What follows belongs to an exercise in optimizing a design on an open flow for small area, a short achievable clock period and few clock cycles per item; a production flow would make more cautious choices.
No functional check of the RTL was part of any run shown here.

==> flow/design.v, too long to show whole: its modules and the start of the top module <==
// module dense_layer: 3566 lines
module dense_layer #(
    parameter int NUM_INPUTS    = 4,
    parameter int NUM_OUTPUTS   = 4,
    parameter int FP_TOTAL_BITS = 16,
    parameter int FP_FRAC_BITS  = 8
) (
    input  logic                                                      clk,
    input  logic                                                      reset,
    input  logic                                                      start,
    input  logic [NUM_INPUTS-1:0][FP_TOTAL_BITS-1:0]                  input_vector,
    input  logic [NUM_OUTPUTS-1:0][NUM_INPUTS-1:0][FP_TOTAL_BITS-1:0] weight_matrix,
    input  logic [NUM_OUTPUTS-1:0][FP_TOTAL_BITS-1:0]                 bias_vector,
    output logic [NUM_OUTPUTS-1:0][FP_TOTAL_BITS-1:0]                 layer_out,
    output logic                                                      busy,
    output logic                                                      done
);
  // ...
==> flow/run.sh <==
#!/bin/bash
# synth_recipe.tcl (not shown) runs the flow's synth.tcl, then flattens the netlist and writes it again
# the make line also repeats each setting of config.mk as NAME=value (left out here)
make -C /OpenROAD-flow-scripts/flow DESIGN_CONFIG=/design/flow/config.mk WORK_HOME=/design/flow/orfs CLKGATE_MAP_FILE= SYNTH_SCRIPT=/design/flow/synth_recipe.tcl finish
==> flow/config.mk <==
export PLATFORM = sky130hd
export DESIGN_NAME = dense_layer
export DESIGN_NICKNAME = dense_layer
export VERILOG_FILES = /design/flow/design.v
export SDC_FILE = /design/flow/constraint.sdc
export NUM_CORES = 4
export LEC_CHECK = 0
export ABC_AREA = 1
export CAP_MARGIN = 20
export CORE_MARGIN = 2
export CORE_UTILIZATION = 40
export SETUP_SLACK_MARGIN = 5
export SLEW_MARGIN = 20
==> flow/constraint.sdc <==
create_clock -name core_clock -period 10.0 [get_ports {clk}]
set_input_delay 2.0000 -clock core_clock [delete_from_list [all_inputs] [get_ports {clk}]]
set_output_delay 2.0000 -clock core_clock [all_outputs]
set_load 0.01 [all_outputs]
==> summary.txt, run 1 <==
status finished clean; final setup vio count 0; count leader, synth nand2_1; Slew Viols, Final 0; global-route layer with the greatest usage met2; asr flop ratio synth 0%; count of multi-input gates 3024; Final Instance Area ~50000 sq um; Detail Placement HPWL between 100000 and 150000 microns; n_diodes 2; Routed WL per cell 23.4 microns; fmax 204 MHz; gr ovfl total 0; Worst Hold End wr0[49]$_DFF_P_; CTS resizes 49; leading cell types in the layout, fill and taps excluded 1101 x nand2_1, 801 x inv_1, 509 x fa_1, 507 x xor2_1, 479 x o22ai_1; # hold bufs at CTS 0; gpl congestion 1.02; row cnt 118; Via density about 5.1; register clock-pin slew on the reported worst setup and hold paths approximately 0.070 ns; most common library cells after synthesis 1118 x nand2_1, 808 x inv_1, 509 x fa_1; Min-Delay Path Depth 2; crit path max-delay cell type fa_1; Total Neg Setup Slack 0 ns; first-pass GRT wire length 220000 microns; total wire length 152000 microns; Synth top area share 24.6%; Post-Place Cells 6293; cell class ranked first by area multi-input gates
==> run 2: changes to the inputs <==
--- a/flow/design.v
+++ b/flow/design.v
@@ -9,17 +9,17 @@
     input  logic                                                      start,
     input  logic [NUM_INPUTS-1:0][FP_TOTAL_BITS-1:0]                  input_vector,
     input  logic [NUM_OUTPUTS-1:0][NUM_INPUTS-1:0][FP_TOTAL_BITS-1:0] weight_matrix,
     input  logic [NUM_OUTPUTS-1:0][FP_TOTAL_BITS-1:0]                 bias_vector,
     output logic [NUM_OUTPUTS-1:0][FP_TOTAL_BITS-1:0]                 layer_out,
     output logic                                                      busy,
     output logic                                                      done
 );
-    localparam logic [2:0] C_LAST = 3'd4;
+    localparam logic [2:0] C_LAST = 3'd3;
     logic        r_busy, r_done;
     logic [2:0]  r_cnt;
     logic [15:0] xr0, xr1, xr2, xr3;
     logic [3:0][15:0] wr0, wr1, wr2, wr3;
     logic [15:0] br0, br1, br2, br3;
     logic [15:0] w0_0, w0_1, w0_2, w0_3, b0r;
     logic [3:0][15:0] r_out;
     logic [33:0] fa_a, fa_b, sum;
@@ -1639,17 +1639,16 @@
     logic s1534;
     logic c1535;
     logic s1536;
     logic c1537;
     logic s1538;
     logic c1539;
     logic s1540;
     logic c1541;
-    logic [125:0] pipe1;
     logic s1542;
     logic c1543;
     logic s1544;
     logic c1545;
     logic s1546;
     logic c1547;
     logic s1548;
     logic c1549;
@@ -3405,148 +3404,147 @@
     assign s1534 = c1255 ^ c1413 ^ c1415;
     assign c1535 = (c1255 & c1413) | (c1255 & c1415) | (c1413 & c1415);
     assign s1536 = c1417 ^ s1418 ^ s1420;
     assign c1537 = (c1417 & s1418) | (c1417 & s1420) | (s1418 & s1420);
     assign s1538 = pp136 ^ pp272 ^ pp408;
     assign c1539 = (pp136 & pp272) | (pp136 & pp408) | (pp272 & pp408);
     assign s1540 = pp544 ^ c1419 ^ c1421;
     assign c1541 = (pp544 & c1419) | (pp544 & c1421) | (c1419 & c1421);
-    assign s1542 = pipe1[0] ^ pipe1[1];
-    assign c1543 = pipe1[0] & pipe1[1];
-    assign s1544 = pipe1[4] ^ pipe1[5] ^ pipe1[6];
-    assign c1545 = (pipe1[4] & pipe1[5]) | (pipe1[4] & pipe1[6]) | (pipe1[5] & pipe1[6]);
-    assign s1546 = pipe1[8] ^ pipe1[9] ^ pipe1[10];
-    assign c1547 = (pipe1[8] & pipe1[9]) | (pipe1[8] & pipe1[10]) | (pipe1[9] & pipe1[10]);
-    assign s1548 = pipe1[12] ^ pipe1[13] ^ pipe1[14];
-    assign c1549 = (pipe1[12] & pipe1[13]) | (pipe1[12] & pipe1[14]) | (pipe1[13] & pipe1[14]);
-    assign s1550 = pipe1[16] ^ pipe1[17] ^ pipe1[18];
-    assign c1551 = (pipe1[16] & pipe1[17]) | (pipe1[16] & pipe1[18]) | (pipe1[17] & pipe1[18]);
-    assign s1552 = pipe1[20] ^ pipe1[21] ^ pipe1[22];
-    assign c1553 = (pipe1[20] & pipe1[21]) | (pipe1[20] & pipe1[22]) | (pipe1[21] & pipe1[22]);
-    assign s1554 = pipe1[24] ^ pipe1[25] ^ pipe1[26];
-    assign c1555 = (pipe1[24] & pipe1[25]) | (pipe1[24] & pipe1[26]) | (pipe1[25] & pipe1[26]);
-    assign s1556 = pipe1[28] ^ pipe1[29] ^ pipe1[30];
-    assign c1557 = (pipe1[28] & pipe1[29]) | (pipe1[28] & pipe1[30]) | (pipe1[29] & pipe1[30]);
-    assign s1558 = pipe1[32] ^ pipe1[33] ^ pipe1[34];
-    assign c1559 = (pipe1[32] & pipe1[33]) | (pipe1[32] & pipe1[34]) | (pipe1[33] & pipe1[34]);
-    assign s1560 = pipe1[36] ^ pipe1[37] ^ pipe1[38];
-    assign c1561 = (pipe1[36] & pipe1[37]) | (pipe1[36] & pipe1[38]) | (pipe1[37] & pipe1[38]);
-    assign s1562 = pipe1[40] ^ pipe1[41] ^ pipe1[42];
-    assign c1563 = (pipe1[40] & pipe1[41]) | (pipe1[40] & pipe1[42]) | (pipe1[41] & pipe1[42]);
-    assign s1564 = pipe1[44] ^ pipe1[45] ^ pipe1[46];
-    assign c1565 = (pipe1[44] & pipe1[45]) | (pipe1[44] & pipe1[46]) | (pipe1[45] & pipe1[46]);
-    assign s1566 = pipe1[48] ^ pipe1[49] ^ pipe1[50];
-    assign c1567 = (pipe1[48] & pipe1[49]) | (pipe1[48] & pipe1[50]) | (pipe1[49] & pipe1[50]);
-    assign s1568 = pipe1[52] ^ pipe1[53] ^ pipe1[54];
-    assign c1569 = (pipe1[52] & pipe1[53]) | (pipe1[52] & pipe1[54]) | (pipe1[53] & pipe1[54]);
-    assign s1570 = pipe1[56] ^ pipe1[57] ^ pipe1[58];
-    assign c1571 = (pipe1[56] & pipe1[57]) | (pipe1[56] & pipe1[58]) | (pipe1[57] & pipe1[58]);
-    assign s1572 = pipe1[60] ^ pipe1[61] ^ pipe1[62];
-    assign c1573 = (pipe1[60] & pipe1[61]) | (pipe1[60] & pipe1[62]) | (pipe1[61] & pipe1[62]);
-    assign s1574 = pipe1[64] ^ pipe1[65] ^ pipe1[66];
-    assign c1575 = (pipe1[64] & pipe1[65]) | (pipe1[64] & pipe1[66]) | (pipe1[65] & pipe1[66]);
-    assign s1576 = pipe1[68] ^ pipe1[69] ^ pipe1[70];
-    assign c1577 = (pipe1[68] & pipe1[69]) | (pipe1[68] & pipe1[70]) | (pipe1[69] & pipe1[70]);
-    assign s1578 = pipe1[72] ^ pipe1[73] ^ pipe1[74];
-    assign c1579 = (pipe1[72] & pipe1[73]) | (pipe1[72] & pipe1[74]) | (pipe1[73] & pipe1[74]);
-    assign s1580 = pipe1[76] ^ pipe1[77] ^ pipe1[78];
-    assign c1581 = (pipe1[76] & pipe1[77]) | (pipe1[76] & pipe1[78]) | (pipe1[77] & pipe1[78]);
-    assign s1582 = pipe1[80] ^ pipe1[81] ^ pipe1[82];
-    assign c1583 = (pipe1[80] & pipe1[81]) | (pipe1[80] & pipe1[82]) | (pipe1[81] & pipe1[82]);
-    assign s1584 = pipe1[84] ^ pipe1[85] ^ pipe1[86];
-    assign c1585 = (pipe1[84] & pipe1[85]) | (pipe1[84] & pipe1[86]) | (pipe1[85] & pipe1[86]);
-    assign s1586 = pipe1[88] ^ pipe1[89] ^ pipe1[90];
-    assign c1587 = (pipe1[88] & pipe1[89]) | (pipe1[88] & pipe1[90]) | (pipe1[89] & pipe1[90]);
-    assign s1588 = pipe1[92] ^ pipe1[93] ^ pipe1[94];
-    assign c1589 = (pipe1[92] & pipe1[93]) | (pipe1[92] & pipe1[94]) | (pipe1[93] & pipe1[94]);
-    assign s1590 = pipe1[96] ^ pipe1[97] ^ pipe1[98];
-    assign c1591 = (pipe1[96] & pipe1[97]) | (pipe1[96] & pipe1[98]) | (pipe1[97] & pipe1[98]);
-    assign s1592 = pipe1[100] ^ pipe1[101] ^ pipe1[102];
-    assign c1593 = (pipe1[100] & pipe1[101]) | (pipe1[100] & pipe1[102]) | (pipe1[101] & pipe1[102]);
-    assign s1594 = pipe1[104] ^ pipe1[105] ^ pipe1[106];
-    assign c1595 = (pipe1[104] & pipe1[105]) | (pipe1[104] & pipe1[106]) | (pipe1[105] & pipe1[106]);
-    assign s1596 = pipe1[108] ^ pipe1[109] ^ pipe1[110];
-    assign c1597 = (pipe1[108] & pipe1[109]) | (pipe1[108] & pipe1[110]) | (pipe1[109] & pipe1[110]);
-    assign s1598 = pipe1[112] ^ pipe1[113] ^ pipe1[114];
-    assign c1599 = (pipe1[112] & pipe1[113]) | (pipe1[112] & pipe1[114]) | (pipe1[113] & pipe1[114]);
-    assign s1600 = pipe1[116] ^ pipe1[117] ^ pipe1[118];
-    assign c1601 = (pipe1[116] & pipe1[117]) | (pipe1[116] & pipe1[118]) | (pipe1[117] & pipe1[118]);
-    assign s1602 = pipe1[120] ^ pipe1[121] ^ pipe1[122];
-    assign c1603 = (pipe1[120] & pipe1[121]) | (pipe1[120] & pipe1[122]) | (pipe1[121] & pipe1[122]);
-    assign s1604 = 1'b1 ^ pipe1[124];
-    assign c1605 = 1'b1 & pipe1[124];
-    assign s1606 = pipe1[2] ^ pipe1[3];
-    assign c1607 = pipe1[2] & pipe1[3];
-    assign s1608 = pipe1[7] ^ c1543 ^ s1544;
-    assign c1609 = (pipe1[7] & c1543) | (pipe1[7] & s1544) | (c1543 & s1544);
-    assign s1610 = pipe1[11] ^ c1545 ^ s1546;
-    assign c1611 = (pipe1[11] & c1545) | (pipe1[11] & s1546) | (c1545 & s1546);
-    assign s1612 = pipe1[15] ^ c1547 ^ s1548;
-    assign c1613 = (pipe1[15] & c1547) | (pipe1[15] & s1548) | (c1547 & s1548);
-    assign s1614 = pipe1[19] ^ c1549 ^ s1550;
-    assign c1615 = (pipe1[19] & c1549) | (pipe1[19] & s1550) | (c1549 & s1550);
-    assign s1616 = pipe1[23] ^ c1551 ^ s1552;
-    assign c1617 = (pipe1[23] & c1551) | (pipe1[23] & s1552) | (c1551 & s1552);
-    assign s1618 = pipe1[27] ^ c1553 ^ s1554;
-    assign c1619 = (pipe1[27] & c1553) | (pipe1[27] & s1554) | (c1553 & s1554);
-    assign s1620 = pipe1[31] ^ c1555 ^ s1556;
-    assign c1621 = (pipe1[31] & c1555) | (pipe1[31] & s1556) | (c1555 & s1556);
-    assign s1622 = pipe1[35] ^ c1557 ^ s1558;
-    assign c1623 = (pipe1[35] & c1557) | (pipe1[35] & s1558) | (c1557 & s1558);
-    assign s1624 = pipe1[39] ^ c1559 ^ s1560;
-    assign c1625 = (pipe1[39] & c1559) | (pipe1[39] & s1560) | (c1559 & s1560);
-    assign s1626 = pipe1[43] ^ c1561 ^ s1562;
-    assign c1627 = (pipe1[43] & c1561) | (pipe1[43] & s1562) | (c1561 & s1562);
-    assign s1628 = pipe1[47] ^ c1563 ^ s1564;
-    assign c1629 = (pipe1[47] & c1563) | (pipe1[47] & s1564) | (c1563 & s1564);
-    assign s1630 = pipe1[51] ^ c1565 ^ s1566;
-    assign c1631 = (pipe1[51] & c1565) | (pipe1[51] & s1566) | (c1565 & s1566);
-    assign s1632 = pipe1[55] ^ c1567 ^ s1568;
-    assign c1633 = (pipe1[55] & c1567) | (pipe1[55] & s1568) | (c1567 & s1568);
-    assign s1634 = pipe1[59] ^ c1569 ^ s1570;
-    assign c1635 = (pipe1[59] & c1569) | (pipe1[59] & s1570) | (c1569 & s1570);
-    assign s1636 = pipe1[63] ^ c1571 ^ s1572;
-    assign c1637 = (pipe1[63] & c1571) | (pipe1[63] & s1572) | (c1571 & s1572);
-    assign s1638 = pipe1[67] ^ c1573 ^ s1574;
-    assign c1639 = (pipe1[67] & c1573) | (pipe1[67] & s1574) | (c1573 & s1574);
-    assign s1640 = pipe1[71] ^ c1575 ^ s1576;
-    assign c1641 = (pipe1[71] & c1575) | (pipe1[71] & s1576) | (c1575 & s1576);
-    assign s1642 = pipe1[75] ^ c1577 ^ s1578;
-    assign c1643 = (pipe1[75] & c1577) | (pipe1[75] & s1578) | (c1577 & s1578);
-    assign s1644 = pipe1[79] ^ c1579 ^ s1580;
-    assign c1645 = (pipe1[79] & c1579) | (pipe1[79] & s1580) | (c1579 & s1580);
-    assign s1646 = pipe1[83] ^ c1581 ^ s1582;
-    assign c1647 = (pipe1[83] & c1581) | (pipe1[83] & s1582) | (c1581 & s1582);
-    assign s1648 = pipe1[87] ^ c1583 ^ s1584;
-    assign c1649 = (pipe1[87] & c1583) | (pipe1[87] & s1584) | (c1583 & s1584);
-    assign s1650 = pipe1[91] ^ c1585 ^ s1586;
-    assign c1651 = (pipe1[91] & c1585) | (pipe1[91] & s1586) | (c1585 & s1586);
-    assign s1652 = pipe1[95] ^ c1587 ^ s1588;
-    assign c1653 = (pipe1[95] & c1587) | (pipe1[95] & s1588) | (c1587 & s1588);
-    assign s1654 = pipe1[99] ^ c1589 ^ s1590;
-    assign c1655 = (pipe1[99] & c1589) | (pipe1[99] & s1590) | (c1589 & s1590);
-    assign s1656 = pipe1[103] ^ c1591 ^ s1592;
-    assign c1657 = (pipe1[103] & c1591) | (pipe1[103] & s1592) | (c1591 & s1592);
-    assign s1658 = pipe1[107] ^ c1593 ^ s1594;
-    assign c1659 = (pipe1[107] & c1593) | (pipe1[107] & s1594) | (c1593 & s1594);
-    assign s1660 = pipe1[111] ^ c1595 ^ s1596;
-    assign c1661 = (pipe1[111] & c1595) | (pipe1[111] & s1596) | (c1595 & s1596);
-    assign s1662 = pipe1[115] ^ c1597 ^ s1598;
-    assign c1663 = (pipe1[115] & c1597) | (pipe1[115] & s1598) | (c1597 & s1598);
-    assign s1664 = pipe1[119] ^ c1599 ^ s1600;
-    assign c1665 = (pipe1[119] & c1599) | (pipe1[119] & s1600) | (c1599 & s1600);
-    assign s1666 = pipe1[123] ^ c1601 ^ s1602;
-    assign c1667 = (pipe1[123] & c1601) | (pipe1[123] & s1602) | (c1601 & s1602);
-    assign s1668 = pipe1[125] ^ c1603 ^ s1604;
-    assign c1669 = (pipe1[125] & c1603) | (pipe1[125] & s1604) | (c1603 & s1604);
+    assign s1542 = pp409 ^ b_neg3_0;
+    assign c1543 = pp409 & b_neg3_0;
+    assign s1544 = pp410 ^ c1257 ^ c1423;
+    assign c1545 = (pp410 & c1257) | (pp410 & c1423) | (c1257 & c1423);
+    assign s1546 = s1260 ^ c1425 ^ s1426;
+    assign c1547 = (s1260 & c1425) | (s1260 & s1426) | (c1425 & s1426);
+    assign s1548 = c1427 ^ c1429 ^ s1430;
+    assign c1549 = (c1427 & c1429) | (c1427 & s1430) | (c1429 & s1430);
+    assign s1550 = c1431 ^ c1433 ^ s1434;
+    assign c1551 = (c1431 & c1433) | (c1431 & s1434) | (c1433 & s1434);
+    assign s1552 = c1435 ^ c1437 ^ s1438;
+    assign c1553 = (c1435 & c1437) | (c1435 & s1438) | (c1437 & s1438);
+    assign s1554 = c1439 ^ c1441 ^ s1442;
+    assign c1555 = (c1439 & c1441) | (c1439 & s1442) | (c1441 & s1442);
+    assign s1556 = c1443 ^ c1445 ^ s1446;
+    assign c1557 = (c1443 & c1445) | (c1443 & s1446) | (c1445 & s1446);
+    assign s1558 = c1447 ^ c1449 ^ s1450;
+    assign c1559 = (c1447 & c1449) | (c1447 & s1450) | (c1449 & s1450);
+    assign s1560 = c1451 ^ c1453 ^ s1454;
+    assign c1561 = (c1451 & c1453) | (c1451 & s1454) | (c1453 & s1454);
+    assign s1562 = c1455 ^ c1457 ^ s1458;
+    assign c1563 = (c1455 & c1457) | (c1455 & s1458) | (c1457 & s1458);
+    assign s1564 = c1459 ^ c1461 ^ s1462;
+    assign c1565 = (c1459 & c1461) | (c1459 & s1462) | (c1461 & s1462);
+    assign s1566 = c1463 ^ c1465 ^ s1466;
+    assign c1567 = (c1463 & c1465) | (c1463 & s1466) | (c1465 & s1466);
+    assign s1568 = c1467 ^ c1469 ^ s1470;
+    assign c1569 = (c1467 & c1469) | (c1467 & s1470) | (c1469 & s1470);
+    assign s1570 = c1471 ^ c1473 ^ s1474;
+    assign c1571 = (c1471 & c1473) | (c1471 & s1474) | (c1473 & s1474);
+    assign s1572 = c1475 ^ c1477 ^ s1478;
+    assign c1573 = (c1475 & c1477) | (c1475 & s1478) | (c1477 & s1478);
+    assign s1574 = c1479 ^ c1481 ^ s1482;
+    assign c1575 = (c1479 & c1481) | (c1479 & s1482) | (c1481 & s1482);
+    assign s1576 = c1483 ^ c1485 ^ s1486;
+    assign c1577 = (c1483 & c1485) | (c1483 & s1486) | (c1485 & s1486);
+    assign s1578 = c1487 ^ c1489 ^ s1490;
+    assign c1579 = (c1487 & c1489) | (c1487 & s1490) | (c1489 & s1490);
+    assign s1580 = c1491 ^ c1493 ^ s1494;
+    assign c1581 = (c1491 & c1493) | (c1491 & s1494) | (c1493 & s1494);
+    assign s1582 = c1495 ^ c1497 ^ s1498;
+    assign c1583 = (c1495 & c1497) | (c1495 & s1498) | (c1497 & s1498);
+    assign s1584 = c1499 ^ c1501 ^ s1502;
+    assign c1585 = (c1499 & c1501) | (c1499 & s1502) | (c1501 & s1502);
+    assign s1586 = c1503 ^ c1505 ^ s1506;
+    assign c1587 = (c1503 & c1505) | (c1503 & s1506) | (c1505 & s1506);
+    assign s1588 = c1507 ^ c1509 ^ s1510;
+    assign c1589 = (c1507 & c1509) | (c1507 & s1510) | (c1509 & s1510);
+    assign s1590 = c1511 ^ c1513 ^ s1514;
+    assign c1591 = (c1511 & c1513) | (c1511 & s1514) | (c1513 & s1514);
+    assign s1592 = c1515 ^ c1517 ^ s1518;
+    assign c1593 = (c1515 & c1517) | (c1515 & s1518) | (c1517 & s1518);
+    assign s1594 = c1519 ^ c1521 ^ s1522;
+    assign c1595 = (c1519 & c1521) | (c1519 & s1522) | (c1521 & s1522);
+    assign s1596 = c1523 ^ c1525 ^ s1526;
+    assign c1597 = (c1523 & c1525) | (c1523 & s1526) | (c1525 & s1526);
+    assign s1598 = c1527 ^ c1529 ^ s1530;
+    assign c1599 = (c1527 & c1529) | (c1527 & s1530) | (c1529 & s1530);
+    assign s1600 = c1531 ^ c1533 ^ s1534;
+    assign c1601 = (c1531 & c1533) | (c1531 & s1534) | (c1533 & s1534);
+    assign s1602 = c1535 ^ c1537 ^ s1538;
+    assign c1603 = (c1535 & c1537) | (c1535 & s1538) | (c1537 & s1538);
+    assign s1604 = 1'b1 ^ c1539;
+    assign c1605 = 1'b1 & c1539;
+    assign s1606 = s1256 ^ s1422;
+    assign c1607 = s1256 & s1422;
+    assign s1608 = s1424 ^ c1543 ^ s1544;
+    assign c1609 = (s1424 & c1543) | (s1424 & s1544) | (c1543 & s1544);
+    assign s1610 = s1428 ^ c1545 ^ s1546;
+    assign c1611 = (s1428 & c1545) | (s1428 & s1546) | (c1545 & s1546);
+    assign s1612 = s1432 ^ c1547 ^ s1548;
+    assign c1613 = (s1432 & c1547) | (s1432 & s1548) | (c1547 & s1548);
+    assign s1614 = s1436 ^ c1549 ^ s1550;
+    assign c1615 = (s1436 & c1549) | (s1436 & s1550) | (c1549 & s1550);
+    assign s1616 = s1440 ^ c1551 ^ s1552;
+    assign c1617 = (s1440 & c1551) | (s1440 & s1552) | (c1551 & s1552);
+    assign s1618 = s1444 ^ c1553 ^ s1554;
+    assign c1619 = (s1444 & c1553) | (s1444 & s1554) | (c1553 & s1554);
+    assign s1620 = s1448 ^ c1555 ^ s1556;
+    assign c1621 = (s1448 & c1555) | (s1448 & s1556) | (c1555 & s1556);
+    assign s1622 = s1452 ^ c1557 ^ s1558;
+    assign c1623 = (s1452 & c1557) | (s1452 & s1558) | (c1557 & s1558);
+    assign s1624 = s1456 ^ c1559 ^ s1560;
+    assign c1625 = (s1456 & c1559) | (s1456 & s1560) | (c1559 & s1560);
+    assign s1626 = s1460 ^ c1561 ^ s1562;
+    assign c1627 = (s1460 & c1561) | (s1460 & s1562) | (c1561 & s1562);
+    assign s1628 = s1464 ^ c1563 ^ s1564;
+    assign c1629 = (s1464 & c1563) | (s1464 & s1564) | (c1563 & s1564);
+    assign s1630 = s1468 ^ c1565 ^ s1566;
+    assign c1631 = (s1468 & c1565) | (s1468 & s1566) | (c1565 & s1566);
+    assign s1632 = s1472 ^ c1567 ^ s1568;
+    assign c1633 = (s1472 & c1567) | (s1472 & s1568) | (c1567 & s1568);
+    assign s1634 = s1476 ^ c1569 ^ s1570;
+    assign c1635 = (s1476 & c1569) | (s1476 & s1570) | (c1569 & s1570);
+    assign s1636 = s1480 ^ c1571 ^ s1572;
+    assign c1637 = (s1480 & c1571) | (s1480 & s1572) | (c1571 & s1572);
+    assign s1638 = s1484 ^ c1573 ^ s1574;
+    assign c1639 = (s1484 & c1573) | (s1484 & s1574) | (c1573 & s1574);
+    assign s1640 = s1488 ^ c1575 ^ s1576;
+    assign c1641 = (s1488 & c1575) | (s1488 & s1576) | (c1575 & s1576);
+    assign s1642 = s1492 ^ c1577 ^ s1578;
+    assign c1643 = (s1492 & c1577) | (s1492 & s1578) | (c1577 & s1578);
+    assign s1644 = s1496 ^ c1579 ^ s1580;
+    assign c1645 = (s1496 & c1579) | (s1496 & s1580) | (c1579 & s1580);
+    assign s1646 = s1500 ^ c1581 ^ s1582;
+    assign c1647 = (s1500 & c1581) | (s1500 & s1582) | (c1581 & s1582);
+    assign s1648 = s1504 ^ c1583 ^ s1584;
+    assign c1649 = (s1504 & c1583) | (s1504 & s1584) | (c1583 & s1584);
+    assign s1650 = s1508 ^ c1585 ^ s1586;
+    assign c1651 = (s1508 & c1585) | (s1508 & s1586) | (c1585 & s1586);
+    assign s1652 = s1512 ^ c1587 ^ s1588;
+    assign c1653 = (s1512 & c1587) | (s1512 & s1588) | (c1587 & s1588);
+    assign s1654 = s1516 ^ c1589 ^ s1590;
+    assign c1655 = (s1516 & c1589) | (s1516 & s1590) | (c1589 & s1590);
+    assign s1656 = s1520 ^ c1591 ^ s1592;
+    assign c1657 = (s1520 & c1591) | (s1520 & s1592) | (c1591 & s1592);
+    assign s1658 = s1524 ^ c1593 ^ s1594;
+    assign c1659 = (s1524 & c1593) | (s1524 & s1594) | (c1593 & s1594);
+    assign s1660 = s1528 ^ c1595 ^ s1596;
+    assign c1661 = (s1528 & c1595) | (s1528 & s1596) | (c1595 & s1596);
+    assign s1662 = s1532 ^ c1597 ^ s1598;
+    assign c1663 = (s1532 & c1597) | (s1532 & s1598) | (c1597 & s1598);
+    assign s1664 = s1536 ^ c1599 ^ s1600;
+    assign c1665 = (s1536 & c1599) | (s1536 & s1600) | (c1599 & s1600);
+    assign s1666 = s1540 ^ c1601 ^ s1602;
+    assign c1667 = (s1540 & c1601) | (s1540 & s1602) | (c1601 & s1602);
+    assign s1668 = c1541 ^ c1603 ^ s1604;
+    assign c1669 = (c1541 & c1603) | (c1541 & s1604) | (c1603 & s1604);
     assign fa_a = {1'b1, c1605, c1667, c1665, c1663, c1661, c1659, c1657, c1655, c1653, c1651, c1649, c1647, c1645, c1643, c1641, c1639, c1637, c1635, c1633, c1631, c1629, c1627, c1625, c1623, c1621, c1619, c1617, c1615, c1613, c1611, c1609, c1607, s1542};
     assign fa_b = {1'b0, c1669, s1668, s1666, s1664, s1662, s1660, s1658, s1656, s1654, s1652, s1650, s1648, s1646, s1644, s1642, s1640, s1638, s1636, s1634, s1632, s1630, s1628, s1626, s1624, s1622, s1620, s1618, s1616, s1614, s1612, s1610, s1608, s1606};
     always_ff @(posedge clk) begin
-        pipe1 <= {c1541, c1539, s1540, s1538, c1537, c1535, s1536, s1534, c1533, c1531, s1532, s1530, c1529, c1527, s1528, s1526, c1525, c1523, s1524, s1522, c1521, c1519, s1520, s1518, c1517, c1515, s1516, s1514, c1513, c1511, s1512, s1510, c1509, c1507, s1508, s1506, c1505, c1503, s1504, s1502, c1501, c1499, s1500, s1498, c1497, c1495, s1496, s1494, c1493, c1491, s1492, s1490, c1489, c1487, s1488, s1486, c1485, c1483, s1484, s1482, c1481, c1479, s1480, s1478, c1477, c1475, s1476, s1474, c1473, c1471, s1472, s1470, c1469, c1467, s1468, s1466, c1465, c1463, s1464, s1462, c1461, c1459, s1460, s1458, c1457, c1455, s1456, s1454, c1453, c1451, s1452, s1450, c1449, c1447, s1448, s1446, c1445, c1443, s1444, s1442, c1441, c1439, s1440, s1438, c1437, c1435, s1436, s1434, c1433, c1431, s1432, s1430, c1429, c1427, s1428, s1426, c1425, s1260, s1424, c1423, c1257, pp410, s1422, s1256, b_neg3_0, pp409};
     end
     assign sum = fa_a + fa_b;
     always_comb begin
         if (sum[33:23] == {11{sum[33]}})
             y = sum[23:8];
         else if (sum[33])
             y = 16'h8000;
         else
==> flow/config.mk (replaced) <==
export PLATFORM = sky130hd
export DESIGN_NAME = dense_layer
export DESIGN_NICKNAME = dense_layer
export VERILOG_FILES = /design/flow/design.v
export SDC_FILE = /design/flow/constraint.sdc
export NUM_CORES = 4
export LEC_CHECK = 0
export ABC_AREA = 1
export CAP_MARGIN = 20
export CORE_MARGIN = 2
export CORE_UTILIZATION = 40
export SLEW_MARGIN = 20
==> summary.txt, run 2 <==
Synth area leader fa_1; CTS Root Cell clkbuf_16; Synth cell types 44; Mapped Area 38500 sq um; Post-synth EDFFs 128; Mapped Cells 4451; mux share of post-synthesis cell area 0.0520%; post-synthesis compound-gate area fraction 10.3%; crit path DAT 9.70 ns; count leader, synth nand2_1; leading cell types in the layout, fill and taps excluded 1038 x nand2_1, 743 x inv_1, 509 x fa_1, 505 x xor2_1, 476 x o22ai_1; Total Neg Setup Slack 0 ns (unchanged); main combinational cell family by area after synthesis adder cells; met2 Track Usage GR 45.6%; Post-CTS Repair Setup Buffers 0; Final min period between 9 and 10 ns; min-delay src wr1[23]$_DFF_P_; sequential area share after synthesis ~27%; met1 Use GR roughly 37%; first-pass GRT wire length 209000 microns (-5.1%); Worst setup EP type flop; full die area 98800 sq um; CTS tree built; Routed Antenna Nets 0; row cnt 113 (-4.2%); Die X roughly 310 microns; worst reg2reg path startpoint xr2[3]$_DFFE_PN_; Adder-Cell Fraction of Synth Area 28.6%; CP Launch Type flop; asr flop ratio synth 0% (unchanged); clk_skew 0.0185 ns; Clk Latency, worst-skew pair 0.64 ns; unrepaired setup endpoints after global routing false; DR DRC count 0; die height ~310 microns; Detail Placement HPWL 116000 microns (-3.7%); Final Net Count 5719; Syn-to-layout area delta 18.6%; yosys warns 1; Routed WL per cell 23.7 microns (+1.7%); status finished clean; total wire length 144000 microns (-5.2%); most common library cells after synthesis 1038 x nand2_1, 743 x inv_1, 509 x fa_1; WS Path Type flop to flop; Synth top area share 26.4% (+1.8 points); Crit Reg-Reg Endpoint r_out[62]$_DFFE_PP_; Setup crit end r_out[62]$_DFFE_PP_; final setup vio count 0 (unchanged); FF-to-FF setup slack between 0.6 and 0.7 ns; simple-gate share of the synthesized area approximately 13%; vias in the first global route 31300; CTS Buffer Depth 3; Via density 5.22 (+2.9%); global-route layer with the greatest usage met2; CP Max Fanout 15; most used flip-flop cell after synthesis dfxtp_1; worst slew pin tran 1.10 ns; largest net degree at the start of global routing 164; Worst Hold Class flop to flop; Final Hold Slack 0.418 ns; Worst path max stage delay approximately 0.9 ns; first-pass detailed-route iteration total 6; CP Launch Point xr2[3]$_DFFE_PN_; Hold Vio Cnt, Final 0; Initial Util 40.4%; max cap viols 0; commonest non-fill, non-tap cell in the layout nand2_1; XOR/XNOR share of the synthesized area roughly an eighth; gr ovfl total 0 (unchanged); period utilisation layout 93.3%; Vias 31700; crit path max-delay cell type edfxtp_1; Sink Count approximately 450; Reg2Reg Depth 30; gpl congestion 1.03 (+1.0%); most numerous cell on the critical path fa_1; count of input and output buffers around 450; CP Data Required Time 10.37 ns; Slew Viols, Final 0 (unchanged); register clock-pin slew on the reported worst setup and hold paths 0.06 ns (about the same); GR Util All Layers between 20 and 30%; GR Util met3 6.15%; fmax 107 MHz (-47%); I/O pin total 453; initial antenna violation count 6; layout cells sized above 1 3.29%; Slew HR between 20 and 30%; Std-Cell Core Area 95300 sq um; # H-tree levels 2; largest cells by area after synthesis fa_1 26%, dfxtp_1 17%, xor2_1 11%, nand2_1 10%, edfxtp_1 10%; Post-Syn Nets 5413; DR iter-0 viols 3352; CTS resizes 0 (-100%); total CTS buffers 48; Avg Cell Area, Syn 8.66 sq um; Synth Register Bits 453; # hold bufs at CTS 0 (unchanged)
[run 2: changes by cell type after synthesis, moves of 9 or more]
cell      previous run  this run
o21ai_0             42        51
nand2_1           1118      1038
inv_1              808       743
clkbuf_1           196       210
a21oi_1             38        57
nor2_1              95       109
dfxtp_1            451       325
[run 2: stage by stage]
stage	cell area, sq um	setup slack [ns]	utilization, %	instances
6_report	45700	0.674	48.0	6064
5_1_grt	45700	0.306	48.0	6062
4_1_cts	45700	0.927	48.0	6062
3_5_place_dp	44100	0.967	46.3	5972
3_3_place_gp	44100	0.911	46.3	5972
2_1_floorplan	38500	2.15	-	4451
[run 2: cell type report]
class	instances	area, sq um
multi-input combinational	2986	24400
clock inverter	17	161
timing repair buffer	501	4900
sequential	453	10400
tap	1265	1580
fill	9388	49600
inverter	767	2890
clock buffer	73	1450
antenna	2	5.00
[run 2: how the worst min path moves through the flow]
stage / endpoint / cells past startpoint
detailed placement: br1[8]$_DFF_P_ / 2
global route: br1[13]$_DFF_P_ / 2
CTS: wr0[23]$_DFF_P_ / 2
finish: wr0[23]$_DFF_P_ / 2
global placement: br1[8]$_DFF_P_ / 2
floorplan: br2[0]$_DFF_P_ / 2
[run 2: worst max-delay path, delay by kind of cell, from the launching register on]
| family | cells | cell delay (ns) |
|---|---|---|
| DFF | 1 | 0.92 |
| buffers and inverters | 6 | 1.37 |
| adders and majority gates | 8 | 4.06 |
| xor gates and xnor gates | 1 | 0.20 |
| AOI/OAI and AO/OA | 3 | 1.27 |
| and+or+nand+nor | 12 | 1.21 |
[run 2: metal layers]
layer	vias to the layer above	share of wire, %
li1	14500	-
met1	15300	39
met2	1539	45
met3	333	9.0
met4	6	6.7
met5	-	0.028
[run 2: cells by family after synthesis]
logic type	Yosys count
fa+ha+maj	575
simple gates	1239
mux	2
xor+xnor	518
buf+inv	1012
compound gates	652
flops	453

[afterwards: timing with drivers on the ports]
How much do the figures lean on ideal ports? The routed layouts below were timed once more, with nothing changed but the port constraints. Step 1 assumes that a clkbuf_16 drives the clock port and a buf_2 every other input. Step 2 also shifts input and output timing later by t, the mid clock arrival at the registers, as if the neighbouring blocks saw the same clock. Three values: no drivers, after step 1, after step 2; two values: the first two.
run | t, ns | slack for setup (ns) | hold slack, ns | worst slew at a driven data input, ns | cell pins on the clock port's net
run 1 | 0.734 | 5.089 / 5.089 / 5.089 | 0.412 / 0.412 / 0.412 | 0.09 | 1
run 2 | 0.700 | 0.674 / 0.674 / 0.674 | 0.418 / 0.418 / 0.418 | 0.07 | 1
After both steps setup and hold are still met in every run listed.
